This is an optimization exercise on Yosys and OpenROAD, whose aim is small area, a short achievable clock period and few clock cycles per item, not a production implementation.
In this exercise RTL edits were held to simulation tests only and were not proved equivalent to the original.

<file path="design.v">
`default_nettype none
package sparse_pkg;
    localparam int WORD_W  = 16;               
    localparam int INDEX_W = 6;                
    localparam int ADDR_W  = 2 + INDEX_W;      
    localparam int ACC_W   = 2 * WORD_W + 1;   
    localparam int LANES   = 2;                
    localparam int MAX_DIM = 8;                
    localparam int DIM_W   = 4;                
    typedef enum logic [1:0] {
        BANK_A0,
        BANK_A1,
        BANK_B0,
        BANK_B1
    } bank_e;
    typedef logic [LANES-1:0]  lane_mask_t;
    typedef logic [WORD_W-1:0] word_t;
    typedef logic [ACC_W-1:0]  acc_t;
    typedef enum logic [1:0] {
        WALK_IDLE,
        WALK_ISSUE,    
        WALK_WAIT,     
        WALK_DONE
    } walk_state_e;
    typedef enum logic [1:0] {
        FETCH_IDLE,
        FETCH_READ_A,
        FETCH_READ_B,
        FETCH_CLOSE    
    } fetch_state_e;
endpackage
`default_nettype wire
`timescale 1ns/100ps
`default_nettype none
module pair_walker (
    input  logic        clk,
    input  logic        rst,
    input  logic        start,
    input  logic [3:0]  num_rows,
    input  logic [3:0]  num_cols,
    input  logic [15:0] bitmap_a,
    input  logic [15:0] bitmap_b,
    input  logic [15:0] bma_r,       
    input  logic [15:0] bmb_r,
    output logic        issue,       
    output logic        issue_last,  
    output logic [1:0]  pair_mask,   
    output logic [2:0]  row,
    output logic [2:0]  col,
    output logic [2:0]  ka0,
    output logic [2:0]  ka1,
    output logic [2:0]  kb0,
    output logic [2:0]  kb1
);
    logic       run;
    logic       empty;
    logic       last_col;
    logic       last_row;
    logic [1:0] a_bits;
    logic [1:0] b_bits;
    assign empty    = (num_rows == 4'd0) || (num_cols == 4'd0);
    assign issue    = run || (start && !empty);
    assign last_col = ({1'b0, col} == num_cols - 4'd1);
    assign last_row = ({1'b0, row} == num_rows - 4'd1);
    assign issue_last = last_col && last_row;
    assign a_bits = run ? bma_r[{row, 1'b0} +: 2] : bitmap_a[1:0];
    assign b_bits = run ? bmb_r[{col, 1'b0} +: 2] : bitmap_b[1:0];
    assign pair_mask = a_bits & b_bits;
    always_ff @(posedge clk or negedge rst) begin
        if (!rst) begin
            run <= 1'b0;
            row <= '0;
            col <= '0;
            ka0 <= '0;
            ka1 <= '0;
            kb0 <= '0;
            kb1 <= '0;
        end else if (issue) begin
            if (last_col) begin
                col <= '0;
                kb0 <= '0;
                kb1 <= '0;
                if (last_row) begin
                    run <= 1'b0;
                    row <= '0;
                    ka0 <= '0;
                    ka1 <= '0;
                end else begin
                    run <= 1'b1;
                    row <= row + 3'd1;
                    ka0 <= ka0 + {2'b0, a_bits[0]};
                    ka1 <= ka1 + {2'b0, a_bits[1]};
                end
            end else begin
                run <= 1'b1;
                col <= col + 3'd1;
                kb0 <= kb0 + {2'b0, b_bits[0]};
                kb1 <= kb1 + {2'b0, b_bits[1]};
            end
        end
    end
endmodule
`default_nettype wire
`timescale 1ns/100ps
`default_nettype none
module operand_fetch (
    input  logic              clk,
    input  logic              rst,
    input  logic              issue,
    input  logic              issue_last,
    input  logic [1:0]        pair_mask,
    input  logic [2:0]        row,
    input  logic [2:0]        col,
    input  sparse_pkg::word_t a0_val,
    input  sparse_pkg::word_t a1_val,
    input  sparse_pkg::word_t b0_val,
    input  sparse_pkg::word_t b1_val,
    output logic              op_valid,
    output logic              op_last,
    output logic [2:0]        op_row,
    output logic [2:0]        op_col,
    output sparse_pkg::word_t op_a0,
    output sparse_pkg::word_t op_a1,
    output logic [7:0]        op_on0,
    output logic [7:0]        op_tw0,
    output logic [7:0]        op_ng0,
    output logic              op_r80,
    output logic [7:0]        op_on1,
    output logic [7:0]        op_tw1,
    output logic [7:0]        op_ng1,
    output logic              op_r81
);
    logic [7:0] on0, tw0, ng0, on1, tw1, ng1;
    logic       r80, r81;
    booth_enc i_enc0 (.b(b0_val), .m(pair_mask[0]), .on(on0), .tw(tw0), .ng(ng0), .r8(r80));
    booth_enc i_enc1 (.b(b1_val), .m(pair_mask[1]), .on(on1), .tw(tw1), .ng(ng1), .r8(r81));
    always_ff @(posedge clk or negedge rst) begin
        if (!rst) begin
            op_valid <= 1'b0;
        end else begin
            op_valid <= issue;
        end
    end
    always_ff @(posedge clk) begin
        op_last <= issue_last;
        op_row  <= row;
        op_col  <= col;
        op_a0   <= a0_val;
        op_a1   <= a1_val;
        op_on0  <= on0;
        op_tw0  <= tw0;
        op_ng0  <= ng0;
        op_r80  <= r80;
        op_on1  <= on1;
        op_tw1  <= tw1;
        op_ng1  <= ng1;
        op_r81  <= r81;
    end
endmodule
`default_nettype wire
`timescale 1ns/100ps
`default_nettype none
module value_store (
    input  logic                           clk,
    input  logic                           load_en,
    input  sparse_pkg::bank_e              load_bank,
    input  logic [sparse_pkg::INDEX_W-1:0] load_index,
    input  sparse_pkg::word_t              load_data,
    input  logic [2:0]                     a0_idx,
    input  logic [2:0]                     a1_idx,
    input  logic [2:0]                     b0_idx,
    input  logic [2:0]                     b1_idx,
    output sparse_pkg::word_t              a0_val,
    output sparse_pkg::word_t              a1_val,
    output sparse_pkg::word_t              b0_val,
    output sparse_pkg::word_t              b1_val
);
    sparse_pkg::word_t mem [4][8];
    always_ff @(posedge clk) begin
        for (int b = 0; b < 4; b++) begin
            for (int i = 0; i < 8; i++) begin
                if (load_en && load_bank == b && load_index == i) begin
                    mem[b][i] <= load_data;
                end
            end
        end
    end
    assign a0_val = mem[0][a0_idx];
    assign a1_val = mem[1][a1_idx];
    assign b0_val = mem[2][b0_idx];
    assign b1_val = mem[3][b1_idx];
endmodule
`default_nettype wire
`default_nettype none
module booth_enc (
    input  wire [15:0] b,
    input  wire        m,
    output wire [7:0]  on,
    output wire [7:0]  tw,
    output wire [7:0]  ng,
    output wire        r8
);
    wire [17:0] bx = {1'b0, b, 1'b0};
    genvar gj;
    for (gj = 0; gj < 8; gj++) begin : g_enc
        assign on[gj] = m & (bx[2*gj+1] ^ bx[2*gj]);
        assign tw[gj] = m & ((bx[2*gj+2] & ~bx[2*gj+1] & ~bx[2*gj]) | (~bx[2*gj+2] & bx[2*gj+1] & bx[2*gj]));
        assign ng[gj] = m & bx[2*gj+2];
    end
    assign r8 = m & b[15];
endmodule
module mul_cs (
    input  wire [15:0] a,
    input  wire [7:0]  on,
    input  wire [7:0]  tw,
    input  wire [7:0]  ng,
    input  wire        r8,
    output wire [32:0] s,
    output wire [32:0] c
);
    wire [17:0] ax = {1'b0, a, 1'b0};
    genvar gj;
    wire [16:0] pp0;
    for (gj = 0; gj < 17; gj++) begin : g_pp0
        assign pp0[gj] = ((on[0] & ax[gj+1]) | (tw[0] & ax[gj])) ^ ng[0];
    end
    wire [16:0] pp1;
    for (gj = 0; gj < 17; gj++) begin : g_pp1
        assign pp1[gj] = ((on[1] & ax[gj+1]) | (tw[1] & ax[gj])) ^ ng[1];
    end
    wire [16:0] pp2;
    for (gj = 0; gj < 17; gj++) begin : g_pp2
        assign pp2[gj] = ((on[2] & ax[gj+1]) | (tw[2] & ax[gj])) ^ ng[2];
    end
    wire [16:0] pp3;
    for (gj = 0; gj < 17; gj++) begin : g_pp3
        assign pp3[gj] = ((on[3] & ax[gj+1]) | (tw[3] & ax[gj])) ^ ng[3];
    end
    wire [16:0] pp4;
    for (gj = 0; gj < 17; gj++) begin : g_pp4
        assign pp4[gj] = ((on[4] & ax[gj+1]) | (tw[4] & ax[gj])) ^ ng[4];
    end
    wire [16:0] pp5;
    for (gj = 0; gj < 17; gj++) begin : g_pp5
        assign pp5[gj] = ((on[5] & ax[gj+1]) | (tw[5] & ax[gj])) ^ ng[5];
    end
    wire [16:0] pp6;
    for (gj = 0; gj < 17; gj++) begin : g_pp6
        assign pp6[gj] = ((on[6] & ax[gj+1]) | (tw[6] & ax[gj])) ^ ng[6];
    end
    wire [16:0] pp7;
    for (gj = 0; gj < 17; gj++) begin : g_pp7
        assign pp7[gj] = ((on[7] & ax[gj+1]) | (tw[7] & ax[gj])) ^ ng[7];
    end
    wire [15:0] pp8 = a & {16{r8}};
    wire t1;
    wire t2;
    wire t3;
    wire t4;
    wire t5;
    wire t6;
    wire t7;
    wire t8;
    wire t9;
    wire t10;
    wire t11;
    wire t12;
    wire t13;
    wire t14;
    wire t15;
    wire t16;
    wire t17;
    wire t18;
    wire t19;
    wire t20;
    wire t21;
    wire t22;
    wire t23;
    wire t24;
    wire t25;
    wire t26;
    wire t27;
    wire t28;
    wire t29;
    wire t30;
    wire t31;
    wire t32;
    wire t33;
    wire t34;
    wire t35;
    wire t36;
    wire t37;
    wire t38;
    wire t39;
    wire t40;
    wire t41;
    wire t42;
    wire t43;
    wire t44;
    wire t45;
    wire t46;
    wire t47;
    wire t48;
    wire t49;
    wire t50;
    wire t51;
    wire t52;
    wire t53;
    wire t54;
    wire t55;
    wire t56;
    wire t57;
    wire t58;
    wire t59;
    wire t60;
    wire t61;
    wire t62;
    wire t63;
    wire t64;
    wire t65;
    wire t66;
    wire t67;
    wire t68;
    wire t69;
    wire t70;
    wire t71;
    wire t72;
    wire t73;
    wire t74;
    wire t75;
    wire t76;
    wire t77;
    wire t78;
    wire t79;
    wire t80;
    wire t81;
    wire t82;
    wire t83;
    wire t84;
    wire t85;
    wire t86;
    wire t87;
    wire t88;
    wire t89;
    wire t90;
    wire t91;
    wire t92;
    wire t93;
    wire t94;
    wire t95;
    wire t96;
    wire t97;
    wire t98;
    wire t99;
    wire t100;
    wire t101;
    wire t102;
    wire t103;
    wire t104;
    wire t105;
    wire t106;
    wire t107;
    wire t108;
    wire t109;
    wire t110;
    wire t111;
    wire t112;
    wire t113;
    wire t114;
    wire t115;
    wire t116;
    wire t117;
    wire t118;
    wire t119;
    wire t120;
    wire t121;
    wire t122;
    wire t123;
    wire t124;
    wire t125;
    wire t126;
    wire t127;
    wire t128;
    wire t129;
    wire t130;
    wire t131;
    wire t132;
    wire t133;
    wire t134;
    wire t135;
    wire t136;
    wire t137;
    wire t138;
    wire t139;
    wire t140;
    wire t141;
    wire t142;
    wire t143;
    wire t144;
    wire t145;
    wire t146;
    wire t147;
    wire t148;
    wire t149;
    wire t150;
    wire t151;
    wire t152;
    wire t153;
    wire t154;
    wire t155;
    wire t156;
    wire t157;
    wire t158;
    wire t159;
    wire t160;
    wire t161;
    wire t162;
    wire t163;
    wire t164;
    wire t165;
    wire t166;
    wire t167;
    wire t168;
    wire t169;
    wire t170;
    wire t171;
    wire t172;
    wire t173;
    wire t174;
    wire t175;
    wire t176;
    wire t177;
    wire t178;
    wire t179;
    wire t180;
    wire t181;
    wire t182;
    wire t183;
    wire t184;
    wire t185;
    wire t186;
    wire t187;
    wire t188;
    wire t189;
    wire t190;
    wire t191;
    wire t192;
    wire t193;
    wire t194;
    wire t195;
    wire t196;
    wire t197;
    wire t198;
    wire t199;
    wire t200;
    wire t201;
    wire t202;
    wire t203;
    wire t204;
    wire t205;
    wire t206;
    wire t207;
    wire t208;
    wire t209;
    wire t210;
    wire t211;
    wire t212;
    wire t213;
    wire t214;
    wire t215;
    wire t216;
    wire t217;
    wire t218;
    wire t219;
    wire t220;
    wire t221;
    wire t222;
    wire t223;
    wire t224;
    wire t225;
    wire t226;
    wire t227;
    wire t228;
    wire t229;
    wire t230;
    wire t231;
    wire t232;
    wire t233;
    wire t234;
    wire t235;
    wire t236;
    wire t237;
    wire t238;
    wire t239;
    wire t240;
    wire t241;
    wire t242;
    wire t243;
    wire t244;
    wire t245;
    wire t246;
    wire t247;
    wire t248;
    wire t249;
    wire t250;
    wire t251;
    wire t252;
    wire t253;
    wire t254;
    wire t255;
    wire t256;
    wire t257;
    wire t258;
    wire t259;
    wire t260;
    wire t261;
    wire t262;
    wire t263;
    wire t264;
    assign t1 = pp0[10] ^ pp1[8];
    assign t2 = pp0[10] & pp1[8];
    assign t3 = pp0[11] ^ pp1[9];
    assign t4 = pp0[11] & pp1[9];
    assign t5 = pp0[12] ^ pp1[10] ^ pp2[8];
    assign t6 = (pp0[12] & pp1[10]) | (pp0[12] & pp2[8]) | (pp1[10] & pp2[8]);
    assign t7 = pp3[6] ^ pp4[4];
    assign t8 = pp3[6] & pp4[4];
    assign t9 = pp0[13] ^ pp1[11] ^ pp2[9];
    assign t10 = (pp0[13] & pp1[11]) | (pp0[13] & pp2[9]) | (pp1[11] & pp2[9]);
    assign t11 = pp3[7] ^ pp4[5];
    assign t12 = pp3[7] & pp4[5];
    assign t13 = pp0[14] ^ pp1[12] ^ pp2[10];
    assign t14 = (pp0[14] & pp1[12]) | (pp0[14] & pp2[10]) | (pp1[12] & pp2[10]);
    assign t15 = pp3[8] ^ pp4[6] ^ pp5[4];
    assign t16 = (pp3[8] & pp4[6]) | (pp3[8] & pp5[4]) | (pp4[6] & pp5[4]);
    assign t17 = pp6[2] ^ pp7[0];
    assign t18 = pp6[2] & pp7[0];
    assign t19 = pp0[15] ^ pp1[13] ^ pp2[11];
    assign t20 = (pp0[15] & pp1[13]) | (pp0[15] & pp2[11]) | (pp1[13] & pp2[11]);
    assign t21 = pp3[9] ^ pp4[7] ^ pp5[5];
    assign t22 = (pp3[9] & pp4[7]) | (pp3[9] & pp5[5]) | (pp4[7] & pp5[5]);
    assign t23 = pp6[3] ^ pp7[1];
    assign t24 = pp6[3] & pp7[1];
    assign t25 = pp0[16] ^ pp1[14] ^ pp2[12];
    assign t26 = (pp0[16] & pp1[14]) | (pp0[16] & pp2[12]) | (pp1[14] & pp2[12]);
    assign t27 = pp3[10] ^ pp4[8] ^ pp5[6];
    assign t28 = (pp3[10] & pp4[8]) | (pp3[10] & pp5[6]) | (pp4[8] & pp5[6]);
    assign t29 = pp6[4] ^ pp7[2] ^ pp8[0];
    assign t30 = (pp6[4] & pp7[2]) | (pp6[4] & pp8[0]) | (pp7[2] & pp8[0]);
    assign t31 = ng[0] ^ pp1[15] ^ pp2[13];
    assign t32 = (ng[0] & pp1[15]) | (ng[0] & pp2[13]) | (pp1[15] & pp2[13]);
    assign t33 = pp3[11] ^ pp4[9] ^ pp5[7];
    assign t34 = (pp3[11] & pp4[9]) | (pp3[11] & pp5[7]) | (pp4[9] & pp5[7]);
    assign t35 = pp6[5] ^ pp7[3] ^ pp8[1];
    assign t36 = (pp6[5] & pp7[3]) | (pp6[5] & pp8[1]) | (pp7[3] & pp8[1]);
    assign t37 = ng[0] ^ pp1[16] ^ pp2[14];
    assign t38 = (ng[0] & pp1[16]) | (ng[0] & pp2[14]) | (pp1[16] & pp2[14]);
    assign t39 = pp3[12] ^ pp4[10] ^ pp5[8];
    assign t40 = (pp3[12] & pp4[10]) | (pp3[12] & pp5[8]) | (pp4[10] & pp5[8]);
    assign t41 = pp6[6] ^ pp7[4] ^ pp8[2];
    assign t42 = (pp6[6] & pp7[4]) | (pp6[6] & pp8[2]) | (pp7[4] & pp8[2]);
    assign t43 = ~ng[0] ^ ~ng[1] ^ pp2[15];
    assign t44 = (~ng[0] & ~ng[1]) | (~ng[0] & pp2[15]) | (~ng[1] & pp2[15]);
    assign t45 = pp3[13] ^ pp4[11] ^ pp5[9];
    assign t46 = (pp3[13] & pp4[11]) | (pp3[13] & pp5[9]) | (pp4[11] & pp5[9]);
    assign t47 = pp6[7] ^ pp7[5] ^ pp8[3];
    assign t48 = (pp6[7] & pp7[5]) | (pp6[7] & pp8[3]) | (pp7[5] & pp8[3]);
    assign t49 = 1'b1 ^ pp2[16] ^ pp3[14];
    assign t50 = (1'b1 & pp2[16]) | (1'b1 & pp3[14]) | (pp2[16] & pp3[14]);
    assign t51 = pp4[12] ^ pp5[10] ^ pp6[8];
    assign t52 = (pp4[12] & pp5[10]) | (pp4[12] & pp6[8]) | (pp5[10] & pp6[8]);
    assign t53 = pp7[6] ^ pp8[4];
    assign t54 = pp7[6] & pp8[4];
    assign t55 = ~ng[2] ^ pp3[15] ^ pp4[13];
    assign t56 = (~ng[2] & pp3[15]) | (~ng[2] & pp4[13]) | (pp3[15] & pp4[13]);
    assign t57 = pp5[11] ^ pp6[9] ^ pp7[7];
    assign t58 = (pp5[11] & pp6[9]) | (pp5[11] & pp7[7]) | (pp6[9] & pp7[7]);
    assign t59 = 1'b1 ^ pp3[16] ^ pp4[14];
    assign t60 = (1'b1 & pp3[16]) | (1'b1 & pp4[14]) | (pp3[16] & pp4[14]);
    assign t61 = pp5[12] ^ pp6[10];
    assign t62 = pp5[12] & pp6[10];
    assign t63 = ~ng[3] ^ pp4[15] ^ pp5[13];
    assign t64 = (~ng[3] & pp4[15]) | (~ng[3] & pp5[13]) | (pp4[15] & pp5[13]);
    assign t65 = 1'b1 ^ pp4[16];
    assign t66 = 1'b1 & pp4[16];
    assign t67 = pp0[6] ^ pp1[4];
    assign t68 = pp0[6] & pp1[4];
    assign t69 = pp0[7] ^ pp1[5];
    assign t70 = pp0[7] & pp1[5];
    assign t71 = pp0[8] ^ pp1[6] ^ pp2[4];
    assign t72 = (pp0[8] & pp1[6]) | (pp0[8] & pp2[4]) | (pp1[6] & pp2[4]);
    assign t73 = pp3[2] ^ pp4[0];
    assign t74 = pp3[2] & pp4[0];
    assign t75 = pp0[9] ^ pp1[7] ^ pp2[5];
    assign t76 = (pp0[9] & pp1[7]) | (pp0[9] & pp2[5]) | (pp1[7] & pp2[5]);
    assign t77 = pp3[3] ^ pp4[1];
    assign t78 = pp3[3] & pp4[1];
    assign t79 = t1 ^ pp2[6] ^ pp3[4];
    assign t80 = (t1 & pp2[6]) | (t1 & pp3[4]) | (pp2[6] & pp3[4]);
    assign t81 = pp4[2] ^ pp5[0] ^ ng[5];
    assign t82 = (pp4[2] & pp5[0]) | (pp4[2] & ng[5]) | (pp5[0] & ng[5]);
    assign t83 = t2 ^ t3 ^ pp2[7];
    assign t84 = (t2 & t3) | (t2 & pp2[7]) | (t3 & pp2[7]);
    assign t85 = pp3[5] ^ pp4[3] ^ pp5[1];
    assign t86 = (pp3[5] & pp4[3]) | (pp3[5] & pp5[1]) | (pp4[3] & pp5[1]);
    assign t87 = t4 ^ t5 ^ t7;
    assign t88 = (t4 & t5) | (t4 & t7) | (t5 & t7);
    assign t89 = pp5[2] ^ pp6[0] ^ ng[6];
    assign t90 = (pp5[2] & pp6[0]) | (pp5[2] & ng[6]) | (pp6[0] & ng[6]);
    assign t91 = t6 ^ t8 ^ t9;
    assign t92 = (t6 & t8) | (t6 & t9) | (t8 & t9);
    assign t93 = t11 ^ pp5[3] ^ pp6[1];
    assign t94 = (t11 & pp5[3]) | (t11 & pp6[1]) | (pp5[3] & pp6[1]);
    assign t95 = t10 ^ t12 ^ t13;
    assign t96 = (t10 & t12) | (t10 & t13) | (t12 & t13);
    assign t97 = t15 ^ t17 ^ ng[7];
    assign t98 = (t15 & t17) | (t15 & ng[7]) | (t17 & ng[7]);
    assign t99 = t14 ^ t16 ^ t18;
    assign t100 = (t14 & t16) | (t14 & t18) | (t16 & t18);
    assign t101 = t19 ^ t21 ^ t23;
    assign t102 = (t19 & t21) | (t19 & t23) | (t21 & t23);
    assign t103 = t20 ^ t22 ^ t24;
    assign t104 = (t20 & t22) | (t20 & t24) | (t22 & t24);
    assign t105 = t25 ^ t27 ^ t29;
    assign t106 = (t25 & t27) | (t25 & t29) | (t27 & t29);
    assign t107 = t26 ^ t28 ^ t30;
    assign t108 = (t26 & t28) | (t26 & t30) | (t28 & t30);
    assign t109 = t31 ^ t33 ^ t35;
    assign t110 = (t31 & t33) | (t31 & t35) | (t33 & t35);
    assign t111 = t32 ^ t34 ^ t36;
    assign t112 = (t32 & t34) | (t32 & t36) | (t34 & t36);
    assign t113 = t37 ^ t39 ^ t41;
    assign t114 = (t37 & t39) | (t37 & t41) | (t39 & t41);
    assign t115 = t38 ^ t40 ^ t42;
    assign t116 = (t38 & t40) | (t38 & t42) | (t40 & t42);
    assign t117 = t43 ^ t45 ^ t47;
    assign t118 = (t43 & t45) | (t43 & t47) | (t45 & t47);
    assign t119 = t44 ^ t46 ^ t48;
    assign t120 = (t44 & t46) | (t44 & t48) | (t46 & t48);
    assign t121 = t49 ^ t51 ^ t53;
    assign t122 = (t49 & t51) | (t49 & t53) | (t51 & t53);
    assign t123 = t50 ^ t52 ^ t54;
    assign t124 = (t50 & t52) | (t50 & t54) | (t52 & t54);
    assign t125 = t55 ^ t57 ^ pp8[5];
    assign t126 = (t55 & t57) | (t55 & pp8[5]) | (t57 & pp8[5]);
    assign t127 = t56 ^ t58 ^ t59;
    assign t128 = (t56 & t58) | (t56 & t59) | (t58 & t59);
    assign t129 = t61 ^ pp7[8] ^ pp8[6];
    assign t130 = (t61 & pp7[8]) | (t61 & pp8[6]) | (pp7[8] & pp8[6]);
    assign t131 = t60 ^ t62 ^ t63;
    assign t132 = (t60 & t62) | (t60 & t63) | (t62 & t63);
    assign t133 = pp6[11] ^ pp7[9] ^ pp8[7];
    assign t134 = (pp6[11] & pp7[9]) | (pp6[11] & pp8[7]) | (pp7[9] & pp8[7]);
    assign t135 = t64 ^ t65 ^ pp5[14];
    assign t136 = (t64 & t65) | (t64 & pp5[14]) | (t65 & pp5[14]);
    assign t137 = pp6[12] ^ pp7[10] ^ pp8[8];
    assign t138 = (pp6[12] & pp7[10]) | (pp6[12] & pp8[8]) | (pp7[10] & pp8[8]);
    assign t139 = t66 ^ ~ng[4] ^ pp5[15];
    assign t140 = (t66 & ~ng[4]) | (t66 & pp5[15]) | (~ng[4] & pp5[15]);
    assign t141 = pp6[13] ^ pp7[11] ^ pp8[9];
    assign t142 = (pp6[13] & pp7[11]) | (pp6[13] & pp8[9]) | (pp7[11] & pp8[9]);
    assign t143 = 1'b1 ^ pp5[16] ^ pp6[14];
    assign t144 = (1'b1 & pp5[16]) | (1'b1 & pp6[14]) | (pp5[16] & pp6[14]);
    assign t145 = pp7[12] ^ pp8[10];
    assign t146 = pp7[12] & pp8[10];
    assign t147 = ~ng[5] ^ pp6[15] ^ pp7[13];
    assign t148 = (~ng[5] & pp6[15]) | (~ng[5] & pp7[13]) | (pp6[15] & pp7[13]);
    assign t149 = 1'b1 ^ pp6[16];
    assign t150 = 1'b1 & pp6[16];
    assign t151 = pp0[4] ^ pp1[2];
    assign t152 = pp0[4] & pp1[2];
    assign t153 = pp0[5] ^ pp1[3];
    assign t154 = pp0[5] & pp1[3];
    assign t155 = t67 ^ pp2[2] ^ pp3[0];
    assign t156 = (t67 & pp2[2]) | (t67 & pp3[0]) | (pp2[2] & pp3[0]);
    assign t157 = t68 ^ t69 ^ pp2[3];
    assign t158 = (t68 & t69) | (t68 & pp2[3]) | (t69 & pp2[3]);
    assign t159 = t70 ^ t71 ^ t73;
    assign t160 = (t70 & t71) | (t70 & t73) | (t71 & t73);
    assign t161 = t72 ^ t74 ^ t75;
    assign t162 = (t72 & t74) | (t72 & t75) | (t74 & t75);
    assign t163 = t76 ^ t78 ^ t79;
    assign t164 = (t76 & t78) | (t76 & t79) | (t78 & t79);
    assign t165 = t80 ^ t82 ^ t83;
    assign t166 = (t80 & t82) | (t80 & t83) | (t82 & t83);
    assign t167 = t84 ^ t86 ^ t87;
    assign t168 = (t84 & t86) | (t84 & t87) | (t86 & t87);
    assign t169 = t88 ^ t90 ^ t91;
    assign t170 = (t88 & t90) | (t88 & t91) | (t90 & t91);
    assign t171 = t92 ^ t94 ^ t95;
    assign t172 = (t92 & t94) | (t92 & t95) | (t94 & t95);
    assign t173 = t96 ^ t98 ^ t99;
    assign t174 = (t96 & t98) | (t96 & t99) | (t98 & t99);
    assign t175 = t100 ^ t102 ^ t103;
    assign t176 = (t100 & t102) | (t100 & t103) | (t102 & t103);
    assign t177 = t104 ^ t106 ^ t107;
    assign t178 = (t104 & t106) | (t104 & t107) | (t106 & t107);
    assign t179 = t108 ^ t110 ^ t111;
    assign t180 = (t108 & t110) | (t108 & t111) | (t110 & t111);
    assign t181 = t112 ^ t114 ^ t115;
    assign t182 = (t112 & t114) | (t112 & t115) | (t114 & t115);
    assign t183 = t116 ^ t118 ^ t119;
    assign t184 = (t116 & t118) | (t116 & t119) | (t118 & t119);
    assign t185 = t120 ^ t122 ^ t123;
    assign t186 = (t120 & t122) | (t120 & t123) | (t122 & t123);
    assign t187 = t124 ^ t126 ^ t127;
    assign t188 = (t124 & t126) | (t124 & t127) | (t126 & t127);
    assign t189 = t128 ^ t130 ^ t131;
    assign t190 = (t128 & t130) | (t128 & t131) | (t130 & t131);
    assign t191 = t132 ^ t134 ^ t135;
    assign t192 = (t132 & t134) | (t132 & t135) | (t134 & t135);
    assign t193 = t136 ^ t138 ^ t139;
    assign t194 = (t136 & t138) | (t136 & t139) | (t138 & t139);
    assign t195 = t140 ^ t142 ^ t143;
    assign t196 = (t140 & t142) | (t140 & t143) | (t142 & t143);
    assign t197 = t144 ^ t146 ^ t147;
    assign t198 = (t144 & t146) | (t144 & t147) | (t146 & t147);
    assign t199 = t148 ^ t149 ^ pp7[14];
    assign t200 = (t148 & t149) | (t148 & pp7[14]) | (t149 & pp7[14]);
    assign t201 = t150 ^ ~ng[6] ^ pp7[15];
    assign t202 = (t150 & ~ng[6]) | (t150 & pp7[15]) | (~ng[6] & pp7[15]);
    assign t203 = 1'b1 ^ pp7[16];
    assign t204 = 1'b1 & pp7[16];
    assign t205 = pp0[2] ^ pp1[0];
    assign t206 = pp0[2] & pp1[0];
    assign t207 = pp0[3] ^ pp1[1];
    assign t208 = pp0[3] & pp1[1];
    assign t209 = t151 ^ pp2[0] ^ ng[2];
    assign t210 = (t151 & pp2[0]) | (t151 & ng[2]) | (pp2[0] & ng[2]);
    assign t211 = t152 ^ t153 ^ pp2[1];
    assign t212 = (t152 & t153) | (t152 & pp2[1]) | (t153 & pp2[1]);
    assign t213 = t154 ^ t155 ^ ng[3];
    assign t214 = (t154 & t155) | (t154 & ng[3]) | (t155 & ng[3]);
    assign t215 = t156 ^ t157 ^ pp3[1];
    assign t216 = (t156 & t157) | (t156 & pp3[1]) | (t157 & pp3[1]);
    assign t217 = t158 ^ t159 ^ ng[4];
    assign t218 = (t158 & t159) | (t158 & ng[4]) | (t159 & ng[4]);
    assign t219 = t160 ^ t161 ^ t77;
    assign t220 = (t160 & t161) | (t160 & t77) | (t161 & t77);
    assign t221 = t162 ^ t163 ^ t81;
    assign t222 = (t162 & t163) | (t162 & t81) | (t163 & t81);
    assign t223 = t164 ^ t165 ^ t85;
    assign t224 = (t164 & t165) | (t164 & t85) | (t165 & t85);
    assign t225 = t166 ^ t167 ^ t89;
    assign t226 = (t166 & t167) | (t166 & t89) | (t167 & t89);
    assign t227 = t168 ^ t169 ^ t93;
    assign t228 = (t168 & t169) | (t168 & t93) | (t169 & t93);
    assign t229 = t170 ^ t171 ^ t97;
    assign t230 = (t170 & t171) | (t170 & t97) | (t171 & t97);
    assign t231 = t172 ^ t173 ^ t101;
    assign t232 = (t172 & t173) | (t172 & t101) | (t173 & t101);
    assign t233 = t174 ^ t175 ^ t105;
    assign t234 = (t174 & t175) | (t174 & t105) | (t175 & t105);
    assign t235 = t176 ^ t177 ^ t109;
    assign t236 = (t176 & t177) | (t176 & t109) | (t177 & t109);
    assign t237 = t178 ^ t179 ^ t113;
    assign t238 = (t178 & t179) | (t178 & t113) | (t179 & t113);
    assign t239 = t180 ^ t181 ^ t117;
    assign t240 = (t180 & t181) | (t180 & t117) | (t181 & t117);
    assign t241 = t182 ^ t183 ^ t121;
    assign t242 = (t182 & t183) | (t182 & t121) | (t183 & t121);
    assign t243 = t184 ^ t185 ^ t125;
    assign t244 = (t184 & t185) | (t184 & t125) | (t185 & t125);
    assign t245 = t186 ^ t187 ^ t129;
    assign t246 = (t186 & t187) | (t186 & t129) | (t187 & t129);
    assign t247 = t188 ^ t189 ^ t133;
    assign t248 = (t188 & t189) | (t188 & t133) | (t189 & t133);
    assign t249 = t190 ^ t191 ^ t137;
    assign t250 = (t190 & t191) | (t190 & t137) | (t191 & t137);
    assign t251 = t192 ^ t193 ^ t141;
    assign t252 = (t192 & t193) | (t192 & t141) | (t193 & t141);
    assign t253 = t194 ^ t195 ^ t145;
    assign t254 = (t194 & t195) | (t194 & t145) | (t195 & t145);
    assign t255 = t196 ^ t197 ^ pp8[11];
    assign t256 = (t196 & t197) | (t196 & pp8[11]) | (t197 & pp8[11]);
    assign t257 = t198 ^ t199 ^ pp8[12];
    assign t258 = (t198 & t199) | (t198 & pp8[12]) | (t199 & pp8[12]);
    assign t259 = t200 ^ t201 ^ pp8[13];
    assign t260 = (t200 & t201) | (t200 & pp8[13]) | (t201 & pp8[13]);
    assign t261 = t202 ^ t203 ^ pp8[14];
    assign t262 = (t202 & t203) | (t202 & pp8[14]) | (t203 & pp8[14]);
    assign t263 = t204 ^ ~ng[7] ^ pp8[15];
    assign t264 = (t204 & ~ng[7]) | (t204 & pp8[15]) | (~ng[7] & pp8[15]);
    assign s = {t264, t262, t260, t258, t256, t254, t252, t250, t248, t246, t244, t242, t240, t238, t236, t234, t232, t230, t228, t226, t224, t222, t220, t218, t216, t214, t212, t210, t208, t206, t205, pp0[1], pp0[0]};
    assign c = {1'b1, t263, t261, t259, t257, t255, t253, t251, t249, t247, t245, t243, t241, t239, t237, t235, t233, t231, t229, t227, t225, t223, t221, t219, t217, t215, t213, t211, t209, t207, ng[1], 1'b0, ng[0]};
endmodule
module add4 (
    input  wire [32:0] x0,
    input  wire [32:0] x1,
    input  wire [32:0] x2,
    input  wire [32:0] x3,
    output wire [32:0] y
);
    wire u1;
    wire u2;
    wire u3;
    wire u4;
    wire u5;
    wire u6;
    wire u7;
    wire u8;
    wire u9;
    wire u10;
    wire u11;
    wire u12;
    wire u13;
    wire u14;
    wire u15;
    wire u16;
    wire u17;
    wire u18;
    wire u19;
    wire u20;
    wire u21;
    wire u22;
    wire u23;
    wire u24;
    wire u25;
    wire u26;
    wire u27;
    wire u28;
    wire u29;
    wire u30;
    wire u31;
    wire u32;
    wire u33;
    wire u34;
    wire u35;
    wire u36;
    wire u37;
    wire u38;
    wire u39;
    wire u40;
    wire u41;
    wire u42;
    wire u43;
    wire u44;
    wire u45;
    wire u46;
    wire u47;
    wire u48;
    wire u49;
    wire u50;
    wire u51;
    wire u52;
    wire u53;
    wire u54;
    wire u55;
    wire u56;
    wire u57;
    wire u58;
    wire u59;
    wire u60;
    wire u61;
    wire u62;
    wire u63;
    wire u64;
    wire u65;
    wire u66;
    wire u67;
    wire u68;
    wire u69;
    wire u70;
    wire u71;
    wire u72;
    wire u73;
    wire u74;
    wire u75;
    wire u76;
    wire u77;
    wire u78;
    wire u79;
    wire u80;
    wire u81;
    wire u82;
    wire u83;
    wire u84;
    wire u85;
    wire u86;
    wire u87;
    wire u88;
    wire u89;
    wire u90;
    wire u91;
    wire u92;
    wire u93;
    wire u94;
    wire u95;
    wire u96;
    wire u97;
    wire u98;
    wire u99;
    wire u100;
    wire u101;
    wire u102;
    wire u103;
    wire u104;
    wire u105;
    wire u106;
    wire u107;
    wire u108;
    wire u109;
    wire u110;
    wire u111;
    wire u112;
    wire u113;
    wire u114;
    wire u115;
    wire u116;
    wire u117;
    wire u118;
    wire u119;
    wire u120;
    wire u121;
    wire u122;
    wire u123;
    wire u124;
    wire u125;
    wire u126;
    wire u127;
    wire u128;
    wire u129;
    wire u130;
    wire u131;
    wire u132;
    assign u1 = x0[0] ^ x1[0];
    assign u2 = x0[0] & x1[0];
    assign u3 = x0[1] ^ x1[1] ^ x2[1];
    assign u4 = (x0[1] & x1[1]) | (x0[1] & x2[1]) | (x1[1] & x2[1]);
    assign u5 = x0[2] ^ x1[2] ^ x2[2];
    assign u6 = (x0[2] & x1[2]) | (x0[2] & x2[2]) | (x1[2] & x2[2]);
    assign u7 = x0[3] ^ x1[3] ^ x2[3];
    assign u8 = (x0[3] & x1[3]) | (x0[3] & x2[3]) | (x1[3] & x2[3]);
    assign u9 = x0[4] ^ x1[4] ^ x2[4];
    assign u10 = (x0[4] & x1[4]) | (x0[4] & x2[4]) | (x1[4] & x2[4]);
    assign u11 = x0[5] ^ x1[5] ^ x2[5];
    assign u12 = (x0[5] & x1[5]) | (x0[5] & x2[5]) | (x1[5] & x2[5]);
    assign u13 = x0[6] ^ x1[6] ^ x2[6];
    assign u14 = (x0[6] & x1[6]) | (x0[6] & x2[6]) | (x1[6] & x2[6]);
    assign u15 = x0[7] ^ x1[7] ^ x2[7];
    assign u16 = (x0[7] & x1[7]) | (x0[7] & x2[7]) | (x1[7] & x2[7]);
    assign u17 = x0[8] ^ x1[8] ^ x2[8];
    assign u18 = (x0[8] & x1[8]) | (x0[8] & x2[8]) | (x1[8] & x2[8]);
    assign u19 = x0[9] ^ x1[9] ^ x2[9];
    assign u20 = (x0[9] & x1[9]) | (x0[9] & x2[9]) | (x1[9] & x2[9]);
    assign u21 = x0[10] ^ x1[10] ^ x2[10];
    assign u22 = (x0[10] & x1[10]) | (x0[10] & x2[10]) | (x1[10] & x2[10]);
    assign u23 = x0[11] ^ x1[11] ^ x2[11];
    assign u24 = (x0[11] & x1[11]) | (x0[11] & x2[11]) | (x1[11] & x2[11]);
    assign u25 = x0[12] ^ x1[12] ^ x2[12];
    assign u26 = (x0[12] & x1[12]) | (x0[12] & x2[12]) | (x1[12] & x2[12]);
    assign u27 = x0[13] ^ x1[13] ^ x2[13];
    assign u28 = (x0[13] & x1[13]) | (x0[13] & x2[13]) | (x1[13] & x2[13]);
    assign u29 = x0[14] ^ x1[14] ^ x2[14];
    assign u30 = (x0[14] & x1[14]) | (x0[14] & x2[14]) | (x1[14] & x2[14]);
    assign u31 = x0[15] ^ x1[15] ^ x2[15];
    assign u32 = (x0[15] & x1[15]) | (x0[15] & x2[15]) | (x1[15] & x2[15]);
    assign u33 = x0[16] ^ x1[16] ^ x2[16];
    assign u34 = (x0[16] & x1[16]) | (x0[16] & x2[16]) | (x1[16] & x2[16]);
    assign u35 = x0[17] ^ x1[17] ^ x2[17];
    assign u36 = (x0[17] & x1[17]) | (x0[17] & x2[17]) | (x1[17] & x2[17]);
    assign u37 = x0[18] ^ x1[18] ^ x2[18];
    assign u38 = (x0[18] & x1[18]) | (x0[18] & x2[18]) | (x1[18] & x2[18]);
    assign u39 = x0[19] ^ x1[19] ^ x2[19];
    assign u40 = (x0[19] & x1[19]) | (x0[19] & x2[19]) | (x1[19] & x2[19]);
    assign u41 = x0[20] ^ x1[20] ^ x2[20];
    assign u42 = (x0[20] & x1[20]) | (x0[20] & x2[20]) | (x1[20] & x2[20]);
    assign u43 = x0[21] ^ x1[21] ^ x2[21];
    assign u44 = (x0[21] & x1[21]) | (x0[21] & x2[21]) | (x1[21] & x2[21]);
    assign u45 = x0[22] ^ x1[22] ^ x2[22];
    assign u46 = (x0[22] & x1[22]) | (x0[22] & x2[22]) | (x1[22] & x2[22]);
    assign u47 = x0[23] ^ x1[23] ^ x2[23];
    assign u48 = (x0[23] & x1[23]) | (x0[23] & x2[23]) | (x1[23] & x2[23]);
    assign u49 = x0[24] ^ x1[24] ^ x2[24];
    assign u50 = (x0[24] & x1[24]) | (x0[24] & x2[24]) | (x1[24] & x2[24]);
    assign u51 = x0[25] ^ x1[25] ^ x2[25];
    assign u52 = (x0[25] & x1[25]) | (x0[25] & x2[25]) | (x1[25] & x2[25]);
    assign u53 = x0[26] ^ x1[26] ^ x2[26];
    assign u54 = (x0[26] & x1[26]) | (x0[26] & x2[26]) | (x1[26] & x2[26]);
    assign u55 = x0[27] ^ x1[27] ^ x2[27];
    assign u56 = (x0[27] & x1[27]) | (x0[27] & x2[27]) | (x1[27] & x2[27]);
    assign u57 = x0[28] ^ x1[28] ^ x2[28];
    assign u58 = (x0[28] & x1[28]) | (x0[28] & x2[28]) | (x1[28] & x2[28]);
    assign u59 = x0[29] ^ x1[29] ^ x2[29];
    assign u60 = (x0[29] & x1[29]) | (x0[29] & x2[29]) | (x1[29] & x2[29]);
    assign u61 = x0[30] ^ x1[30] ^ x2[30];
    assign u62 = (x0[30] & x1[30]) | (x0[30] & x2[30]) | (x1[30] & x2[30]);
    assign u63 = x0[31] ^ x1[31] ^ x2[31];
    assign u64 = (x0[31] & x1[31]) | (x0[31] & x2[31]) | (x1[31] & x2[31]);
    assign u65 = x0[32] ^ x1[32] ^ x2[32];
    assign u66 = (x0[32] & x1[32]) | (x0[32] & x2[32]) | (x1[32] & x2[32]);
    assign u67 = u1 ^ x2[0];
    assign u68 = u1 & x2[0];
    assign u69 = u2 ^ u3 ^ x3[1];
    assign u70 = (u2 & u3) | (u2 & x3[1]) | (u3 & x3[1]);
    assign u71 = u4 ^ u5 ^ x3[2];
    assign u72 = (u4 & u5) | (u4 & x3[2]) | (u5 & x3[2]);
    assign u73 = u6 ^ u7 ^ x3[3];
    assign u74 = (u6 & u7) | (u6 & x3[3]) | (u7 & x3[3]);
    assign u75 = u8 ^ u9 ^ x3[4];
    assign u76 = (u8 & u9) | (u8 & x3[4]) | (u9 & x3[4]);
    assign u77 = u10 ^ u11 ^ x3[5];
    assign u78 = (u10 & u11) | (u10 & x3[5]) | (u11 & x3[5]);
    assign u79 = u12 ^ u13 ^ x3[6];
    assign u80 = (u12 & u13) | (u12 & x3[6]) | (u13 & x3[6]);
    assign u81 = u14 ^ u15 ^ x3[7];
    assign u82 = (u14 & u15) | (u14 & x3[7]) | (u15 & x3[7]);
    assign u83 = u16 ^ u17 ^ x3[8];
    assign u84 = (u16 & u17) | (u16 & x3[8]) | (u17 & x3[8]);
    assign u85 = u18 ^ u19 ^ x3[9];
    assign u86 = (u18 & u19) | (u18 & x3[9]) | (u19 & x3[9]);
    assign u87 = u20 ^ u21 ^ x3[10];
    assign u88 = (u20 & u21) | (u20 & x3[10]) | (u21 & x3[10]);
    assign u89 = u22 ^ u23 ^ x3[11];
    assign u90 = (u22 & u23) | (u22 & x3[11]) | (u23 & x3[11]);
    assign u91 = u24 ^ u25 ^ x3[12];
    assign u92 = (u24 & u25) | (u24 & x3[12]) | (u25 & x3[12]);
    assign u93 = u26 ^ u27 ^ x3[13];
    assign u94 = (u26 & u27) | (u26 & x3[13]) | (u27 & x3[13]);
    assign u95 = u28 ^ u29 ^ x3[14];
    assign u96 = (u28 & u29) | (u28 & x3[14]) | (u29 & x3[14]);
    assign u97 = u30 ^ u31 ^ x3[15];
    assign u98 = (u30 & u31) | (u30 & x3[15]) | (u31 & x3[15]);
    assign u99 = u32 ^ u33 ^ x3[16];
    assign u100 = (u32 & u33) | (u32 & x3[16]) | (u33 & x3[16]);
    assign u101 = u34 ^ u35 ^ x3[17];
    assign u102 = (u34 & u35) | (u34 & x3[17]) | (u35 & x3[17]);
    assign u103 = u36 ^ u37 ^ x3[18];
    assign u104 = (u36 & u37) | (u36 & x3[18]) | (u37 & x3[18]);
    assign u105 = u38 ^ u39 ^ x3[19];
    assign u106 = (u38 & u39) | (u38 & x3[19]) | (u39 & x3[19]);
    assign u107 = u40 ^ u41 ^ x3[20];
    assign u108 = (u40 & u41) | (u40 & x3[20]) | (u41 & x3[20]);
    assign u109 = u42 ^ u43 ^ x3[21];
    assign u110 = (u42 & u43) | (u42 & x3[21]) | (u43 & x3[21]);
    assign u111 = u44 ^ u45 ^ x3[22];
    assign u112 = (u44 & u45) | (u44 & x3[22]) | (u45 & x3[22]);
    assign u113 = u46 ^ u47 ^ x3[23];
    assign u114 = (u46 & u47) | (u46 & x3[23]) | (u47 & x3[23]);
    assign u115 = u48 ^ u49 ^ x3[24];
    assign u116 = (u48 & u49) | (u48 & x3[24]) | (u49 & x3[24]);
    assign u117 = u50 ^ u51 ^ x3[25];
    assign u118 = (u50 & u51) | (u50 & x3[25]) | (u51 & x3[25]);
    assign u119 = u52 ^ u53 ^ x3[26];
    assign u120 = (u52 & u53) | (u52 & x3[26]) | (u53 & x3[26]);
    assign u121 = u54 ^ u55 ^ x3[27];
    assign u122 = (u54 & u55) | (u54 & x3[27]) | (u55 & x3[27]);
    assign u123 = u56 ^ u57 ^ x3[28];
    assign u124 = (u56 & u57) | (u56 & x3[28]) | (u57 & x3[28]);
    assign u125 = u58 ^ u59 ^ x3[29];
    assign u126 = (u58 & u59) | (u58 & x3[29]) | (u59 & x3[29]);
    assign u127 = u60 ^ u61 ^ x3[30];
    assign u128 = (u60 & u61) | (u60 & x3[30]) | (u61 & x3[30]);
    assign u129 = u62 ^ u63 ^ x3[31];
    assign u130 = (u62 & u63) | (u62 & x3[31]) | (u63 & x3[31]);
    assign u131 = u64 ^ u65 ^ x3[32];
    assign u132 = (u64 & u65) | (u64 & x3[32]) | (u65 & x3[32]);
    wire [32:0] r0 = {u130, u128, u126, u124, u122, u120, u118, u116, u114, u112, u110, u108, u106, u104, u102, u100, u98, u96, u94, u92, u90, u88, u86, u84, u82, u80, u78, u76, u74, u72, u70, u68, u67};
    wire [32:0] r1 = {u131, u129, u127, u125, u123, u121, u119, u117, u115, u113, u111, u109, u107, u105, u103, u101, u99, u97, u95, u93, u91, u89, u87, u85, u83, u81, u79, u77, u75, u73, u71, u69, x3[0]};
    assign y = r0 + r1;
endmodule
`default_nettype wire
`timescale 1ns/100ps
`default_nettype none
module sparse_dot_top #(
    parameter int MAX_ROWS = sparse_pkg::MAX_DIM,
    parameter int MAX_COLS = sparse_pkg::MAX_DIM
) (
    input  logic                                  clk,
    input  logic                                  rst,
    input  logic                                  load_en,
    input  sparse_pkg::bank_e                     load_bank,
    input  logic [sparse_pkg::INDEX_W-1:0]        load_index,
    input  sparse_pkg::word_t                     load_data,
    input  logic                                  start,
    input  logic [sparse_pkg::DIM_W-1:0]          num_rows,
    input  logic [sparse_pkg::DIM_W-1:0]          num_cols,
    input  logic [sparse_pkg::LANES*MAX_ROWS-1:0] bitmap_a,
    input  logic [sparse_pkg::LANES*MAX_COLS-1:0] bitmap_b,
    output logic                                  busy,
    output logic                                  done,
    output logic                                  result_valid,
    output logic [sparse_pkg::DIM_W-1:0]          result_row,
    output logic [sparse_pkg::DIM_W-1:0]          result_col,
    output sparse_pkg::acc_t                      result_value
);
    logic [15:0] bma_r;
    logic [15:0] bmb_r;
    always_ff @(posedge clk) begin
        bma_r <= bitmap_a;
        bmb_r <= bitmap_b;
    end
    logic              issue;
    logic              issue_last;
    logic [1:0]        pair_mask;
    logic [2:0]        row;
    logic [2:0]        col;
    logic [2:0]        ka0;
    logic [2:0]        ka1;
    logic [2:0]        kb0;
    logic [2:0]        kb1;
    sparse_pkg::word_t a0_val;
    sparse_pkg::word_t a1_val;
    sparse_pkg::word_t b0_val;
    sparse_pkg::word_t b1_val;
    pair_walker i_pair_walker (
        .clk        (clk),
        .rst        (rst),
        .start      (start),
        .num_rows   (num_rows),
        .num_cols   (num_cols),
        .bitmap_a   (bitmap_a),
        .bitmap_b   (bitmap_b),
        .bma_r      (bma_r),
        .bmb_r      (bmb_r),
        .issue      (issue),
        .issue_last (issue_last),
        .pair_mask  (pair_mask),
        .row        (row),
        .col        (col),
        .ka0        (ka0),
        .ka1        (ka1),
        .kb0        (kb0),
        .kb1        (kb1)
    );
    value_store i_value_store (
        .clk        (clk),
        .load_en    (load_en),
        .load_bank  (load_bank),
        .load_index (load_index),
        .load_data  (load_data),
        .a0_idx     (ka0),
        .a1_idx     (ka1),
        .b0_idx     (kb0),
        .b1_idx     (kb1),
        .a0_val     (a0_val),
        .a1_val     (a1_val),
        .b0_val     (b0_val),
        .b1_val     (b1_val)
    );
    logic              op_valid;
    logic              op_last;
    logic [2:0]        op_row;
    logic [2:0]        op_col;
    sparse_pkg::word_t op_a0;
    sparse_pkg::word_t op_a1;
    logic [7:0]        op_on0, op_tw0, op_ng0;
    logic [7:0]        op_on1, op_tw1, op_ng1;
    logic              op_r80, op_r81;
    operand_fetch i_operand_fetch (
        .clk        (clk),
        .rst        (rst),
        .issue      (issue),
        .issue_last (issue_last),
        .pair_mask  (pair_mask),
        .row        (row),
        .col        (col),
        .a0_val     (a0_val),
        .a1_val     (a1_val),
        .b0_val     (b0_val),
        .b1_val     (b1_val),
        .op_valid   (op_valid),
        .op_last    (op_last),
        .op_row     (op_row),
        .op_col     (op_col),
        .op_a0      (op_a0),
        .op_a1      (op_a1),
        .op_on0     (op_on0),
        .op_tw0     (op_tw0),
        .op_ng0     (op_ng0),
        .op_r80     (op_r80),
        .op_on1     (op_on1),
        .op_tw1     (op_tw1),
        .op_ng1     (op_ng1),
        .op_r81     (op_r81)
    );
    logic [32:0] p0_s;
    logic [32:0] p0_c;
    logic [32:0] p1_s;
    logic [32:0] p1_c;
    mul_cs i_mul0 (.a(op_a0), .on(op_on0), .tw(op_tw0), .ng(op_ng0), .r8(op_r80), .s(p0_s), .c(p0_c));
    mul_cs i_mul1 (.a(op_a1), .on(op_on1), .tw(op_tw1), .ng(op_ng1), .r8(op_r81), .s(p1_s), .c(p1_c));
    logic        cs_valid;
    logic        cs_last;
    logic [2:0]  cs_row;
    logic [2:0]  cs_col;
    logic [32:0] cs_p0_s;
    logic [32:0] cs_p0_c;
    logic [32:0] cs_p1_s;
    logic [32:0] cs_p1_c;
    always_ff @(posedge clk or negedge rst) begin
        if (!rst) begin
            cs_valid <= 1'b0;
        end else begin
            cs_valid <= op_valid;
        end
    end
    always_ff @(posedge clk) begin
        cs_last <= op_last;
        cs_row  <= op_row;
        cs_col  <= op_col;
        cs_p0_s <= p0_s;
        cs_p0_c <= p0_c;
        cs_p1_s <= p1_s;
        cs_p1_c <= p1_c;
    end
    logic [32:0] sum;
    add4 i_add4 (
        .x0 (cs_p0_s),
        .x1 (cs_p0_c),
        .x2 (cs_p1_s),
        .x3 (cs_p1_c),
        .y  (sum)
    );
    logic empty_start;
    assign empty_start = start && ((num_rows == 4'd0) || (num_cols == 4'd0));
    always_ff @(posedge clk or negedge rst) begin
        if (!rst) begin
            result_valid <= 1'b0;
            done         <= 1'b0;
            busy         <= 1'b0;
        end else begin
            result_valid <= cs_valid;
            done         <= (cs_valid && cs_last) || empty_start;
            busy         <= start || (busy && !done);
        end
    end
    always_ff @(posedge clk) begin
        result_row   <= {1'b0, cs_row};
        result_col   <= {1'b0, cs_col};
        result_value <= sum;
    end
endmodule
`default_nettype wire
</file>
<file path="flow/run.sh">
#!/bin/bash
# The standard layout, with timing repair aiming well below the design's
# clock period (the SDC is unchanged; only the repair margin is raised).
set -euo pipefail
MARGIN=$(cat flow/margin.txt)
bash standard.sh SETUP_SLACK_MARGIN=$MARGIN finish > standard_finish.log 2>&1
</file>
<file path="flow/margin.txt">
6.4
</file>
<file path="standard.sh">
#!/bin/bash
# synth_recipe.tcl (not shown) runs the flow's synth.tcl, then flattens the netlist and writes it again
# the make line also repeats each setting of config.mk as NAME=value (left out here)
make -C /OpenROAD-flow-scripts/flow DESIGN_CONFIG=/design/flow/config.mk WORK_HOME=/design/flow/orfs CLKGATE_MAP_FILE= SYNTH_SCRIPT=/design/flow/synth_recipe.tcl "${@:-finish}"
</file>
<file path="config.mk">
export PLATFORM = sky130hd
export DESIGN_NAME = sparse_dot_top
export DESIGN_NICKNAME = sparse_dot_top
export VERILOG_FILES = /design/flow/design.v
export SDC_FILE = /design/flow/constraint.sdc
export NUM_CORES = 4
export LEC_CHECK = 0
export ABC_CLOCK_PERIOD_IN_PS = 3000
export CAP_MARGIN = 20
export CORE_MARGIN = 2
export CORE_UTILIZATION = 50
export SLEW_MARGIN = 20
</file>
<file path="constraint.sdc">
create_clock -name core_clock -period 10.0 [get_ports {clk}]
set_input_delay 2.0000 -clock core_clock [delete_from_list [all_inputs] [get_ports {clk}]]
set_output_delay 2.0000 -clock core_clock [all_outputs]
set_load 0.01 [all_outputs]
</file>
==> flow_summary.yaml, run 1 <==
run_status:
  status: "timing/DRC/antenna clean"
die:
  rows: 105
  coreArea_um2: 82200
  fp.dieH_um: 293
  pin_count: 112
  dieArea_um2: 85600
  start_util_pct: 50.6
  die_width_um: 293
clocking:
  insertion_delay_ns: 0.67
  cts_max_path_buffers: 3
  clk_pin_slew_ns: 0.06
  cts_root_buf: "clkbuf_16"
  htree_levels: 3
  cts_made_buffers: 88
  cts_tree: "built"
  cts_hold_buf: 0
  cts_sinks: 829
placement:
  place_area_um2: 43600
  hpwl_mm: 73.1
  io_buffer_count: 109
  place_ws_ns: 5.08
  gp_congestion: 0.938
worst_setup_path:
  crit_arrival_ns: 3.89
  cp_slowest_cell: "nor4b_2"
  worstPathMaxFanout: 16
  end_kind: "register"
  crit_family: "simple AND/OR/NAND/NOR gates"
  required_ns: 10.32
  max_stage_delay_ns: 0.54
  path_class: "primary input to register"
  worstPathCellList: "clkdlybuf4s50_1, nor4b_2, nand2_1, nor2_1, buf_4"
  crit_buf_inv: 2
  critPathLaunchType: "primary input"
synth:
  netlist_top_cells_area: "edfxtp_1, dfxtp_1, fa_1, xnor2_1, a22oi_1"
  synth_top_cell_by_area: "edfxtp_1"
  synth_compound_area_share_pct: 9.73
  synth_common_cells: "edfxtp_1, dfxtp_1, inv_1"
  synthCells: 3246
  synthXorXnorAreaFrac_pct: 6.86
  synth_edf_count: 512
  muxShareOfSynthArea_pct: 5.51
  avgSynthCellArea_um2: 12.8
  synthAdderAreaFrac_pct: 15.5
  synth_top_family_by_area: "adder cells"
  synth_sequential_area_ratio_pct: 52.5
  synth_seq_cells: 829
  yosys.area.top_type_share_pct: 36.9
  yosys.cell_count.top_type: "edfxtp_1"
  yosys_most_used_dff: "edfxtp_1"
  async_flop_share_pct: 2.90
  synth_cell_types: 75
  ys_warn_count: 5
  yosys.area_share.simple_pct: 4.93
  synthesis.area_um2: 41600
timing:
  slew_headroom_pct: 35.3
  finalCriticalPeriod_ns: 3.57
  fmax_ghz: 0.280
  min_period_over_period_pct: 35.7
  rsz0062_at_grt: "yes"
  finalMaxSlewViolations: 0
  tns_ns: 0
  hold_viol: 0
  setup_viol: 0
  clock_skew_ns: 0.0540
  worst_slack_ns: 6.43
  tightest_slew_ns: 0.970
layout:
  fillerInstances: 6681
  stdcell_area_um2: 47000
  final_nets: 3700
  fin_util_pct: 57.1
  area_delta_synth_final_pct: 12.9
  drive_above_1_share_pct: 11.8
drt:
  vias: 25700
  drcViolationCount: 0
  wl_mm: 109
  first_pass_iters: 6
  final_antenna_net_count: 0
  wl_per_cell_um: 24.6
  routed_via_density: 5.81
  drtIter0Drc: 2470
global_routing:
  antenna_found_initial: 6
  grt_pass1_wl_mm: 165
  grt.total_usage_pct: 25.7
  grt_pass1_vias: 26500
  overflow: 0
  grt_max_degree: 52
run:
  maxCapViolations: 0
min_path:
  hold_class: "register to register"
[area by class of cell]
cell class                 instances  area, um^2  share of cell area [%]
antenna                            1        2.50                 0.00533
clock buffer                     124        2590                    5.51
clock inverter                    39         494                    1.05
inverter                         297        1110                    2.37
multi-input combinational       1883       18000                    38.3
sequential                       829       21900                    46.6
tap                             1070        1340                    2.85
timing repair buffer             176        1560                    3.31
[layer usage]
| metal | vias up | routed length (um) | global-route usage, % |
|---|---|---|---|
| li1 | 11400 | - | - |
| met1 | 13000 | 44500 | 34.6 |
| met2 | 1104 | 52400 | 42.4 |
| met3 | 186 | 8030 | 4.43 |
| met4 | 0 | 3870 | 8.97 |
| met5 | - | 0 | 0 |
[cells by family (layout without fill, tap and decap cells)]
logic type,Yosys count,count (layout)
flip-flops,829,829
AO/OA/AOI/OAI,575,575
buffers and inverters,535,636
AND/OR/NAND/NOR,464,464
adder cells (fa/ha/maj),357,357
XOR/XNOR,326,326
multiplexers,159,159
other,1,3
[layout by cell type (no fill, tap or decap), drive strengths merged, types with 6 or more instances in the layout]
cell | synthesis | final
mux2 | 31 | 31
nand3b | 14 | 14
xnor2 | 244 | 244
dfxtp | 293 | 293
dfrtp | 24 | 24
and3 | 9 | 9
clkinv | 1 | 30
nor3 | 11 | 11
a31oi | 9 | 9
a221oi | 36 | 36
or3 | 6 | 6
o22ai | 10 | 10
clkbuf | 186 | 124
nand4 | 6 | 6
xor2 | 82 | 82
a21oi | 88 | 88
nor2b | 14 | 14
fa | 267 | 267
mux4 | 53 | 53
inv | 296 | 299
edfxtp | 512 | 512
nand2 | 151 | 151
bufinv | 0 | 6
clkdlybuf4s50 | 0 | 92
a211oi | 13 | 13
o21ai | 71 | 71
and2 | 23 | 23
a22o | 15 | 15
buf | 52 | 77
ha | 90 | 90
nand3 | 29 | 29
o21a | 8 | 8
a22oi | 260 | 260
o221ai | 6 | 6
nor2 | 185 | 185
a21o | 17 | 17
mux2i | 75 | 75
[sequential cells by signal, indices dropped and copies added (netlist names), 8 cells and up]
| register | cells |
|---|---|
| cs_p1_c | 31 |
| i_operand_fetch.op_ng1 | 8 |
| result_value | 33 |
| cs_p0_s | 33 |
| bmb_r | 16 |
| i_operand_fetch.op_a0 | 16 |
| i_operand_fetch.op_on1 | 8 |
| cs_p0_c | 31 |
| cs_p1_s | 33 |
| i_operand_fetch.op_tw0 | 8 |
| i_operand_fetch.op_a1 | 16 |
| i_operand_fetch.op_on0 | 8 |
| bma_r | 16 |
| i_operand_fetch.op_ng0 | 8 |
| i_operand_fetch.op_tw1 | 8 |
| i_value_store.mem | 512 |
[worst reg2reg max path, stage by stage (launching register included)]
cell     delay (ns)
dfxtp_1        0.90
a22oi_1        0.23
xnor2_1        0.19
fa_1           0.49
inv_1          0.06
fa_1           0.45
fa_1           0.56
inv_1          0.08
fa_1           0.46
[final timing paths]
path                                              to                       from  slack (ns)  depth (start not counted)
min in group asynchronous                       done                        rst        1.32                          1
max                        i_value_store.mem[13][11]              load_index[3]        6.43                          5
min reg2reg                            result_row[1]                  cs_row[1]        0.33                          0
max in group asynchronous       i_pair_walker.ka0[0]                        rst        8.27                          1
min                                    result_row[1]                  cs_row[1]        0.33                          0
max reg2reg                              cs_p0_c[16]  i_operand_fetch.op_a0[10]        6.46                          8
[metrics by stage]
step	hold WS (ns)	instances
2_1_floorplan	0.310	3247
3_3_place_gp	0.312	4250
3_5_place_dp	0.312	4250
4_1_cts	0.326	4415
5_1_grt	0.329	4418
6_report	0.325	4419
[what timing repair did]
item / CTS / global route
endpoints found under the hold margin: 0 / 0
buffers inserted: 2 / 3
pin swaps: 6 / 8
endpoints found under the setup margin: 363 / 574
gates resized for setup: 48 / 40
gates cloned: 0 / 0
Testbench counts, summed over its fixed seeds: cycles 10,520, items 9,944.
==> inputs of run 2 (changes only) <==
==> flow/margin.txt (replaced) <==
7.0
==> run 2 against run 1 <==
  * Still clean on timing, DRC and antenna
  * Die area is the same
  * Routed wire length shrank 0.89%
  * Critical path depth grew 9
  * Count of clock-buffer cells in the layout shrank 6
  * Non-clock buffer count grew 198
  * Register-to-register slack is essentially flat
  * Core utilization grew 4.5 points
  * Sequential share of layout area shrank 2.9 points
  * Critical endpoint is now result_value[27]
==> flow_summary.yaml, run 2 <==
drt:
  drcViolationCount: 0
  drtIter0Drc: 2020
  first_pass_iters: 8
  vias: 26400
  wl_mm: 108
  final_antenna_net_count: 0
  wl_per_cell_um: 23.4
  routed_via_density: 5.72
worst_setup_path:
  startpoint: "cs_p0_s[4]"
  crit_buf_inv: 3
  cp.depth: 14
  worstPathMaxFanout: 3
  cp-endpoint: "result_value[27]"
  max_stage_delay_ns: 0.54
  crit_family: "compound AO/OA/AOI/OAI gates"
  r2r_start: "cs_p0_s[4]"
  path_class: "register to register"
  end_kind: "register"
  crit_arrival_ns: 4.06
  rr_endpoint: "result_value[27]"
  cp_slowest_cell: "fa_1"
  critPathLaunchType: "register"
  r2r_cells: 14
  worstPathCellList: "fa_1, inv_2, fa_1, inv_2, ha_4, a21o_1, a31o_4, o2111ai_4, a31oi_4, buf_6, o21a_4, a31oi_4, o21ai_2, xor2_1"
  regToRegSetupSlack_ns: 6.46
  required_ns: 10.52
synth:
  yosys_most_used_dff: "edfxtp_1"
  synthCells: 3246
  synthesis.area_um2: 41600
  async_flop_share_pct: 2.90
  yosys.area.top_type_share_pct: 36.9
  synth_cell_types: 75
  synth_common_cells: "edfxtp_1, dfxtp_1, inv_1"
  synth_edf_count: 512
  synth_top_cell_by_area: "edfxtp_1"
  synth_sequential_area_ratio_pct: 52.5
  yosys.cell_count.top_type: "edfxtp_1"
  avgSynthCellArea_um2: 12.8
  netlist_top_cells_area: "edfxtp_1, dfxtp_1, fa_1, xnor2_1, a22oi_1"
  synth_seq_cells: 829
  ys_warn_count: 5
timing:
  clock_skew_ns: 0.0287
  tightest_slew_ns: 1.01
  setup_viol: 0
  slew_headroom_pct: 32.8
  min_period_over_period_pct: 35.4
  hold_viol: 0
  holdWs_ns: 0.324
  rsz0062_at_grt: "yes"
  finalCriticalPeriod_ns: 3.54
  finalMaxSlewViolations: 0
  fmax_ghz: 0.282
  tns_ns: 0
layout:
  final_cell_mix: "edfxtp_1, inv_1, xnor2_1"
  largest_register_ffs: 512
  largest-register: "i_value_store.mem"
  final_common_cell: "edfxtp_1"
  stdcell_area_um2: 50600
  drive_above_1_share_pct: 26.4
  fillerInstances: 6269
  final_nets: 3898
  fin_util_pct: 61.6
  area_delta_synth_final_pct: 21.7
  diodes: 0
placement:
  place_area_um2: 43900
  gp_congestion: 0.883
  io_buffer_count: 109
  hpwl_mm: 69.9
run:
  maxCapViolations: 0
clocking:
  cts_sinks: 829
  cts_tree: "built"
  cts_max_path_buffers: 3
  insertion_delay_ns: 0.65
  htree_levels: 3
  clk_pin_slew_ns: 0.06
  cts_made_buffers: 88
  cts_root_buf: "clkbuf_16"
global_routing:
  busiest_layer: "met2"
  grt_pass1_wl_mm: 162
  grt_pass1_vias: 27000
  antenna_found_initial: 0
  overflow: 0
  use_met3_pct: 4.26
  grt.total_usage_pct: 24.7
  gr-usage-met1_pct: 33.2
  grtUsageMet2_pct: 41.2
  grt_max_degree: 52
die:
  start_util_pct: 50.6
  pin_count: 112
  die_width_um: 293
  rows: 105
  dieArea_um2: 85600
  coreArea_um2: 82200
  fp.dieH_um: 293
min_path:
  hold_class: "register to register"
  hold_start: "i_operand_fetch.op_row[1]"
run_status:
  status: "timing/DRC/antenna clean"
[run 2: cell counts after synthesis]
No cell type changed its count.
[run 2: kinds of logic after synthesis]
logic type,Yosys count,share of synthesized area [%]
simple gates,464,4.93
other cells,1,0.00901
fa+ha+maj,357,15.5
xor+xnor,326,6.86
buf+inv,535,4.94
compound gates,575,9.73
flops,829,52.5
mux,159,5.51
[run 2: per-stage QoR]
step           cells  worst slack, ns
6_report        4616             6.46
2_1_floorplan   3247             6.56
5_1_grt         4616             6.39
4_1_cts         4527             6.45
3_3_place_gp    4225             5.09
3_5_place_dp    4226             5.08
[run 2: worst min-delay path by stage]
stage | endpoint | depth (start not counted)
after floorplan | cs_col[0] | 0
after global routing | cs_row[1] | 0
final | cs_row[1] | 0
after CTS | cs_row[1] | 0
after global placement | result_row[2] | 0
after detailed placement | cs_col[0] | 0
[run 2: repair_timing]
action | CTS | global route
setup endpoints to repair | 718 | 299
hold endpoints to repair | 0 | 0
gates cloned | 2 | 0
resized for setup | 486 | 241
hold buffers | 0 | 0
pin swaps | 94 | 137
setup buffers | 136 | 89
[run 2: routing by layer]
metal	share of wire (%)	vias up
met2	48	1060
met4	3.3	0
li1	-	11800
met1	42	13300
met5	0	-
met3	6.7	226
[run 2: cell type report]
type                    instances  area, um^2  share of cell area [%]
flip-flops and latches        829       22100                    43.7
multi-input cells            1883       19300                    38.2
repair buffers                374        3750                    7.41
clock buffers                 118        2430                    4.79
well taps                    1070        1340                    2.64
inverters                     297        1170                    2.31
clock inverters                45         499                   0.986

[port drivers added, routing unchanged]
The flow's constraints put no driver on any port. The routed layouts listed below were extracted and timed again, unchanged, in two steps.
Step 1: set_driving_cell puts a clkbuf_16 on clk and a buf_2 on each other input, an assumption about the parent block.
Step 2 also shifts input and output timing later by t, the mid clock arrival at the registers, as if the neighbouring blocks saw the same clock.
Slacks: ideal / step 1 / step 2; pairs: ideal / step 1.
| run | shift t [ns] | slack for setup (ns) | hold slack, ns | clock arrival spread, ns | worst data-port slew with drivers (ns) |
|---|---|---|---|---|---|
| run 1 | 0.706 | 6.426 / 6.411 / 5.761 | 0.325 / 0.325 / 0.325 | 0.058 / 0.057 | 0.05 |
| run 2 | 0.704 | 6.456 / 6.456 / 6.379 | 0.324 / 0.324 / 0.324 | 0.029 / 0.030 | 0.07 |
After both steps setup and hold are still met in every run listed. The setup slack of run 1, which loses most, moves by -0.015 ns with the drivers and by -0.665 ns with both steps.
